Source: an optimization exercise on an open RTL-to-GDS flow (aim: small area, a short achievable clock period and few clock cycles per item). Production flows keep margins and buffers that such runs may drop. The RTL was checked by simulation tests, not by an equivalence proof against the original design. Power and IR drop assume default switching activity.

==> run.sh <==
#!/bin/bash
# synth_recipe.tcl (not shown) runs the flow's synth.tcl, then flattens the netlist and writes it again
# the make line also repeats each setting of config.mk as NAME=value (left out here)
make -C /OpenROAD-flow-scripts/flow DESIGN_CONFIG=/design/flow/config.mk WORK_HOME=/design/flow/orfs CLKGATE_MAP_FILE= SYNTH_SCRIPT=/design/flow/synth_recipe.tcl finish
==> config.mk <==
export PLATFORM = sky130hd
export DESIGN_NAME = conv_requant_packer
export DESIGN_NICKNAME = conv_requant_packer
export VERILOG_FILES = /design/flow/design.v
export SDC_FILE = /design/flow/constraint.sdc
export NUM_CORES = 4
export LEC_CHECK = 0
export CAP_MARGIN = 20
export CORE_MARGIN = 2
export CORE_UTILIZATION = 40
export SLEW_MARGIN = 20
==> constraint.sdc <==
create_clock -name core_clock -period 7.5 [get_ports {clk}]
set_input_delay 1.5000 -clock core_clock [delete_from_list [all_inputs] [get_ports {clk}]]
set_output_delay 1.5000 -clock core_clock [all_outputs]
set_load 0.01 [all_outputs]
==> design.v <==
module conv_requant_packer #(
  parameter int DATA_WIDTH = 8,
  parameter int ACC_WIDTH  = 32,
  parameter int BUS_WIDTH  = 128,
  parameter int ADDR_WIDTH = 18
) (
  input  logic                  clk,
  input  logic                  rst,
  input  logic                  start,
  input  logic [ADDR_WIDTH-1:0] cfg_base_addr,
  input  logic [15:0]           cfg_scale,
  input  logic [4:0]            cfg_shift,
  input  logic [1:0]            cfg_act_mode,
  input  logic [DATA_WIDTH-1:0] cfg_clip_max,
  output logic                  busy,
  output logic                  done,
  input  logic                  in_valid,
  output logic                  in_ready,
  input  logic [ACC_WIDTH-1:0]  in_acc,
  input  logic [ACC_WIDTH-1:0]  in_bias,
  input  logic                  in_last,
  output logic                  out_valid,
  input  logic                  out_ready,
  output logic [ADDR_WIDTH-1:0] out_addr,
  output logic [BUS_WIDTH-1:0]  out_data,
  output logic                  out_last,
  output logic [15:0]           sat_count
);
  localparam int LANES  = BUS_WIDTH / DATA_WIDTH;
  localparam int IDX_W  = $clog2(LANES);
  localparam int PROD_W = ACC_WIDTH + 16;
  localparam logic signed [PROD_W-1:0] Q_MAX = PROD_W'((1 << (DATA_WIDTH - 1)) - 1);
  localparam logic signed [PROD_W-1:0] Q_MIN = ~Q_MAX;
  typedef enum logic [1:0] {ST_IDLE, ST_RUN, ST_FLUSH, ST_DONE} state_t;
  state_t state_q, state_d;
  logic [15:0]                  cfg_scale_q, cfg_scale_d;
  logic [4:0]                   cfg_shift_q, cfg_shift_d;
  logic [1:0]                   cfg_mode_q, cfg_mode_d;
  logic signed [DATA_WIDTH-1:0] cfg_clip_q, cfg_clip_d;
  logic [ADDR_WIDTH-1:0]        addr_q, addr_d;
  logic                     s1_valid_q, s1_valid_d;
  logic [ACC_WIDTH-1:0]     s1_b_q, s1_b_d;
  logic                     s1_last_q, s1_last_d;
  logic                     s2_valid_q, s2_valid_d;
  logic signed [PROD_W-1:0] s2_p_q, s2_p_d;
  logic                     s2_last_q, s2_last_d;
  logic                     s3_valid_q, s3_valid_d;
  logic [DATA_WIDTH-1:0]    s3_byte_q, s3_byte_d;
  logic                     s3_last_q, s3_last_d;
  logic [BUS_WIDTH-1:0]  pack_q, pack_d;
  logic [IDX_W-1:0]      idx_q, idx_d;
  logic                  out_valid_q, out_valid_d;
  logic [ADDR_WIDTH-1:0] out_addr_q, out_addr_d;
  logic [BUS_WIDTH-1:0]  out_data_q, out_data_d;
  logic                  out_last_q, out_last_d;
  logic                         stall, accept, out_hs, start_ok, word_done;
  logic [ACC_WIDTH:0]           acc_sum;
  logic [ACC_WIDTH-1:0]         acc_sat;
  logic signed [PROD_W-1:0]     prod, rnd, rounded;
  logic signed [DATA_WIDTH-1:0] q_val, act_val;
  logic [BUS_WIDTH-1:0]         word_next;
  assign stall     = out_valid_q & ~out_ready;
  assign out_hs    = out_valid_q & out_ready;
  assign in_ready  = (state_q == ST_RUN) & ~stall;
  assign accept    = in_valid & in_ready;
  assign start_ok  = start & (state_q == ST_IDLE);
  assign busy      = (state_q != ST_IDLE);
  assign done      = (state_q == ST_DONE);
  assign out_valid = out_valid_q;
  assign out_addr  = out_addr_q;
  assign out_data  = out_data_q;
  assign out_last  = out_last_q;
  always_ff @(posedge clk) begin
    if (rst) state_q <= ST_IDLE;
    else     state_q <= state_d;
  end
  always_comb begin
    state_d = state_q;
    case (state_q)
      ST_IDLE:  if (start) state_d = ST_RUN;
      ST_RUN:   if (accept && in_last) state_d = ST_FLUSH;
      ST_FLUSH: if (out_hs && out_last_q) state_d = ST_DONE;
      ST_DONE:  state_d = ST_IDLE;
      default:  state_d = ST_IDLE;
    endcase
  end
  always_comb begin
    acc_sum = {in_acc[ACC_WIDTH-1], in_acc} + {in_bias[ACC_WIDTH-1], in_bias};
    acc_sat = acc_sum[ACC_WIDTH-1:0];
    if (acc_sum[ACC_WIDTH] != acc_sum[ACC_WIDTH-1])
      acc_sat = {acc_sum[ACC_WIDTH], {(ACC_WIDTH-1){~acc_sum[ACC_WIDTH]}}};
    prod = {{(PROD_W-ACC_WIDTH){s1_b_q[ACC_WIDTH-1]}}, s1_b_q} * {{ACC_WIDTH{1'b0}}, cfg_scale_q};
    rnd     = (cfg_shift_q == 5'd0) ? '0 : (PROD_W'(1) << (cfg_shift_q - 5'd1));
    rounded = (s2_p_q + rnd) >>> cfg_shift_q;
    if (rounded > Q_MAX)      q_val = Q_MAX[DATA_WIDTH-1:0];
    else if (rounded < Q_MIN) q_val = Q_MIN[DATA_WIDTH-1:0];
    else                      q_val = rounded[DATA_WIDTH-1:0];
    act_val = q_val;
    if (cfg_mode_q == 2'b01 || cfg_mode_q == 2'b10) begin
      if (q_val[DATA_WIDTH-1]) act_val = '0;
      if (cfg_mode_q == 2'b10 && act_val > cfg_clip_q) act_val = cfg_clip_q;
    end
    word_next = pack_q;
    word_next[idx_q*DATA_WIDTH +: DATA_WIDTH] = s3_byte_q;
    word_done = s3_valid_q & ((idx_q == IDX_W'(LANES - 1)) | s3_last_q);
  end
  always_comb begin
    cfg_scale_d = cfg_scale_q;
    cfg_shift_d = cfg_shift_q;
    cfg_mode_d  = cfg_mode_q;
    cfg_clip_d  = cfg_clip_q;
    addr_d      = addr_q;
    s1_valid_d  = s1_valid_q;
    s1_b_d      = s1_b_q;
    s1_last_d   = s1_last_q;
    s2_valid_d  = s2_valid_q;
    s2_p_d      = s2_p_q;
    s2_last_d   = s2_last_q;
    s3_valid_d  = s3_valid_q;
    s3_byte_d   = s3_byte_q;
    s3_last_d   = s3_last_q;
    pack_d      = pack_q;
    idx_d       = idx_q;
    out_valid_d = out_valid_q;
    out_addr_d  = out_addr_q;
    out_data_d  = out_data_q;
    out_last_d  = out_last_q;
    if (start_ok) begin
      cfg_scale_d = cfg_scale;
      cfg_shift_d = cfg_shift;
      cfg_mode_d  = cfg_act_mode;
      cfg_clip_d  = cfg_clip_max;
      addr_d      = cfg_base_addr;
      pack_d      = '0;
      idx_d       = '0;
    end
    if (!stall) begin
      s1_valid_d = accept;
      s1_b_d     = acc_sat;
      s1_last_d  = in_last;
      s2_valid_d = s1_valid_q;
      s2_p_d     = prod;
      s2_last_d  = s1_last_q;
      s3_valid_d = s2_valid_q;
      s3_byte_d  = act_val;
      s3_last_d  = s2_last_q;
    end
    if (out_hs) begin
      out_valid_d = 1'b0;
      out_last_d  = 1'b0;
    end
    if (!stall && s3_valid_q) begin
      if (word_done) begin
        out_valid_d = 1'b1;
        out_data_d  = word_next;
        out_addr_d  = addr_q;
        out_last_d  = s3_last_q;
        addr_d      = addr_q + ADDR_WIDTH'(1);
        pack_d      = '0;
        idx_d       = '0;
      end else begin
        pack_d = word_next;
        idx_d  = idx_q + IDX_W'(1);
      end
    end
  end
  always_ff @(posedge clk) begin
    if (rst) begin
      cfg_scale_q <= '0;
      cfg_shift_q <= '0;
      cfg_mode_q  <= '0;
      cfg_clip_q  <= '0;
      addr_q      <= '0;
      s1_valid_q  <= 1'b0;
      s1_b_q      <= '0;
      s1_last_q   <= 1'b0;
      s2_valid_q  <= 1'b0;
      s2_p_q      <= '0;
      s2_last_q   <= 1'b0;
      s3_valid_q  <= 1'b0;
      s3_byte_q   <= '0;
      s3_last_q   <= 1'b0;
      pack_q      <= '0;
      idx_q       <= '0;
      out_valid_q <= 1'b0;
      out_addr_q  <= '0;
      out_data_q  <= '0;
      out_last_q  <= 1'b0;
    end else begin
      cfg_scale_q <= cfg_scale_d;
      cfg_shift_q <= cfg_shift_d;
      cfg_mode_q  <= cfg_mode_d;
      cfg_clip_q  <= cfg_clip_d;
      addr_q      <= addr_d;
      s1_valid_q  <= s1_valid_d;
      s1_b_q      <= s1_b_d;
      s1_last_q   <= s1_last_d;
      s2_valid_q  <= s2_valid_d;
      s2_p_q      <= s2_p_d;
      s2_last_q   <= s2_last_d;
      s3_valid_q  <= s3_valid_d;
      s3_byte_q   <= s3_byte_d;
      s3_last_q   <= s3_last_d;
      pack_q      <= pack_d;
      idx_q       <= idx_d;
      out_valid_q <= out_valid_d;
      out_addr_q  <= out_addr_d;
      out_data_q  <= out_data_d;
      out_last_q  <= out_last_d;
    end
  end
  logic [15:0] sat_cnt_q, sat_cnt_d;
  logic        sat_hit;
  assign sat_hit = s2_valid_q & ~stall & ((rounded > Q_MAX) | (rounded < Q_MIN));
  always_comb begin
    sat_cnt_d = sat_cnt_q;
    if (start_ok)                              sat_cnt_d = '0;
    else if (sat_hit && sat_cnt_q != 16'hFFFF) sat_cnt_d = sat_cnt_q + 16'd1;
  end
  always_ff @(posedge clk) begin
    if (rst) sat_cnt_q <= '0;
    else     sat_cnt_q <= sat_cnt_d;
  end
  assign sat_count = sat_cnt_q;
endmodule
==> notes.md <==
outcome complete, no violations; worst reg2reg path depth 28; Port Buf Inserts roughly 290; Critical Path AT between 7000 and 8000 ps; cells taking the most area after synthesis fa_1, dfxtp_1, nand2_1; kind of capture point of the worst setup path flip-flop; Core Region approximately 110000 um2; Hold/Removal Path Class flip-flop to flip-flop; Most common cell on crit path fa_1; final global-route overflow total 0; required time worst endpoint about 8000 ps; Reg2Reg Setup Slack 290 ps; post-route DRC violation count 0; synthesized instance count around 5400; Detailed Routing Iterations Pass 1 7; proportion of layout cells with a drive suffix above 1 between 10% and 20%; cts hold-fix bufs 0; die height between 300 and 400 um; number of placement rows between 100 and 150; Post-Synthesis Net Count approximately 6200; portion of synthesized cell area occupied by the leading cell type between 20 and 25%; Endpoint, Worst Hold out_addr_q[9]$_SDFFE_PP0P_; dominant cell type by area after synthesis fa_1; internal cell power approximately 0.0077 W; worst hold start out_addr_q[9]$_SDFFE_PP0P_; aggregate global-route resource usage around 26%; sequential share of the synthesized area between 20 and 25%; M1 WL approximately 64000 um; total clock buffers created by CTS between 50 and 60; antenna-violating nets left 0; global-route wire length before repair 227000 um; number of hold violations in the final report 0; setup slack at placement between 50 and 60 ps; switching pwr between 0.006 and 0.007 W; detailed-route via count between 30000 and 40000; total length of routed met3 wires between 10000 and 15000 um; power density over the cells 277 nW/um2; WS Path Type flip-flop to flip-flop; post-DP HPWL 111000 um; final core utilization ~48%; Skew-Pair Late Insertion Delay about 670 ps; Synth Flop Type dfxtp_1; uppermost routed layer met5; EDFF count, synth 0; Sw Ratio 46.4%; CP top delay family adder cells; clock skew around 54 ps; commonest non-fill, non-tap cell in the layout nand2_1; Max IR drop VDD 0.194 mV; top fanout value on the critical path 11; worst r2r dst s2_p_q[47]$_SDFFE_PP0N_; launching element type of the critical path flip-flop; area delta synth->final 18.9%; minimum clock period after layout between 7000 and 8000 ps; clock sink count 441; met2 WL between 60000 and 70000 um; wire length after detailed routing around 150000 um; number of inserted filler cells in the final layout approximately 11000; vias per std cell about 5.6; GP Congestion 0.957; maximum clock insertion buffer count 3; fmax around 140 MHz; Static Leakage between 20 and 25 nW; area of the mapped netlist 43600 um2; number of slew-limit violations in the final report 0; die width roughly 330 um; root buffer cell clkbuf_16; Yosys warning total 1; starting density of the core ~40%; average footprint of a synthesized cell 8.09 um2; Max-cap violations 0; number of distinct library cells after synthesis 115; Post-layout nets between 6000 and 7000; sequential cell fraction of total power between 10% and 20%; detailed-route wire length per cell roughly 20 um; final clock period utilization by the worst path 96.1%; flop and latch count out of synthesis around 440; Min-Delay Path Depth 2; maximum number of pins on one net before global-route repair between 200 and 250; Iter 0 DRT Violations 3248; proportion of power drawn by combinational gates between 60 and 70%; I/O Pins approximately 290; clock group share of total power a little under a fifth; initial antenna violation count 6; Final setup violation count 0; htree depth 2; Critical path buffers and inverters 5; async set-reset flop share out of synthesis 0%; Max stage delay on crit path about 540 ps; slew at the pin closest to its max-slew limit roughly 1200 ps; max-slew headroom at the worst pin about a fifth; vias in the first global route ~40000; crit path max-delay cell type fa_1; CTS tree done; startpoint of the most critical register-to-register path cfg_scale_q[2]$_SDFFE_PP0P_; full die area approximately 110000 um2; Worst Slack Setup Final 294 ps; clock edge transition at the registers on the reported setup and hold paths 60 ps; most frequent cells in the layout nand2_1, inv_1, fa_1
[worst min-delay path, stage by stage (launching register included)]
cell and delay (ps):
dfxtp_1 300, nand2_1 50, a21oi_1 50
[routing by layer]
layer | vias to the layer above | global-route usage [%]
met5 | - | 0
met4 | 8 | 7.57
met3 | 204 | 4.88
met2 | 1293 | 41.4
met1 | 19700 | 34.8
li1 | 18700 | -
[synth_stat cells, types with 23 or more instances]
master / n
o21a_1: 24
a21o_1: 48
and3_1: 66
nor2b_1: 27
a31oi_1: 27
xor2_1: 31
inv_1: 567
nand4_1: 41
or3_1: 40
a22oi_1: 138
a21oi_1: 385
nor3_1: 93
xnor2_1: 71
and2_1: 219
dfxtp_1: 441
nand2_1: 840
ha_1: 196
o22ai_1: 32
fa_1: 486
mux2i_1: 100
nand3_1: 73
clkbuf_1: 292
a22o_1: 66
nor2_1: 446
nand2b_1: 31
buf_1: 23
o21ai_0: 110
a211oi_1: 106
o211ai_1: 29
[cell type report]
type	count	area, um2	share of cell area, %
Antenna cell	7	17.5	0.0338
Clock buffer	78	1550	2.99
Clock inverter	18	268	0.516
Inverter	570	2140	4.13
Multi-Input combinational cell	4043	31900	61.5
Sequential cell	441	8840	17.0
Tap cell	1414	1770	3.41
Timing Repair Buffer	598	5370	10.4
[logic make-up (layout without fill, tap and decap cells)]
logic type	count (synthesis)	in the layout	share of synthesized area, %
muxes	110	110	2.73
other	1	8	0.00859
xor gates and xnor gates	105	105	2.16
adders and majority gates	686	686	28.0
DFF	441	441	20.2
AOI/OAI and AO/OA	1175	1175	18.3
and+or+nand+nor	1966	1966	20.7
buffers and inverters	910	1264	7.94
[flip-flops by register name, summed over array words and instances (netlist names), 2 cells and up]
name / flops
idx_q: 4
cfg_clip_q: 8
cfg_mode_q: 2
cfg_shift_q: 5
s2_p_q: 48
state_q: 2
cfg_scale_q: 16
s3_byte_q: 8
pack_q: 128
sat_cnt_q: 16
out_data_q: 128
s1_b_q: 32
addr_q: 18
out_addr_q: 18
[per-stage QoR]
step	setup TNS, ps	hold slack, ps	total power [W]	cells	cell area (um2)
after floorplan	0	432	0.00867	5394	43600
after global placement	0	441	0.0114	7039	49200
after detailed placement	0	448	0.0115	7039	49200
after CTS	0	454	0.0142	7135	51100
after global routing	-97.8	467	0.0156	7163	51900
final	0	453	0.0144	7169	51900
[repair_timing]
action,4_1_cts,5_1_grt
setup buffers,0,25
resized for setup,0,144
endpoints found under the setup margin,0,16
[power by group through the flow]
stage               clock network, W  logic [W]  registers, W
global placement                   0    0.00850       0.00288
CTS                          0.00277    0.00864       0.00283
finish                       0.00272    0.00882       0.00285
global route                 0.00287    0.00989       0.00288
floorplan                          0    0.00590       0.00277
detailed placement                 0    0.00858       0.00288
[worst max-delay path by stage]
stage	start	to	slack [ps]	cells past startpoint
4_1_cts	cfg_scale_q[3]$_SDFFE_PP0P_	s2_p_q[47]$_SDFFE_PP0N_	10	27
2_1_floorplan	cfg_shift_q[4]$_SDFFE_PP0P_	s3_byte_q[0]$_SDFFE_PP0N_	10	38
3_5_place_dp	cfg_scale_q[4]$_SDFFE_PP0P_	s2_p_q[47]$_SDFFE_PP0N_	50	28
3_3_place_gp	s1_b_q[9]$_SDFFE_PP0N_	s2_p_q[47]$_SDFFE_PP0N_	150	27
5_1_grt	cfg_shift_q[0]$_SDFFE_PP0P_	s3_byte_q[0]$_SDFFE_PP0N_	-40	38
6_report	cfg_scale_q[2]$_SDFFE_PP0P_	s2_p_q[47]$_SDFFE_PP0N_	290	28
Testbench counts, summed over its fixed seeds: cycles 9,535, items 9,247.

re-timing with driven ports:
Ports are ideal in the flow. The routed layout listed here was re-timed in OpenROAD.
Step 1, drivers: a clkbuf_16 drives clk and a buf_2 each remaining input, both assumed.
Step 2 times the ports against the registers' clock, not the clock port: input delays grow and output delays shrink by t, the midpoint of the rising clock arrivals with the driver on.
Slacks: no drivers / after step 1 / after step 2; pairs: no drivers / after step 1.
shift t [ns]: 0.714
setup WS [ns]: 0.294 / 0.294 / 0.294
worst hold slack (ns): 0.453 / 0.453 / 0.453
clock arrival spread, ns: 0.059 / 0.058
After both steps setup and hold are still met in this run. For this run, drivers alone change the setup slack by 0.000 ns; drivers and shift together by 0.000 ns.
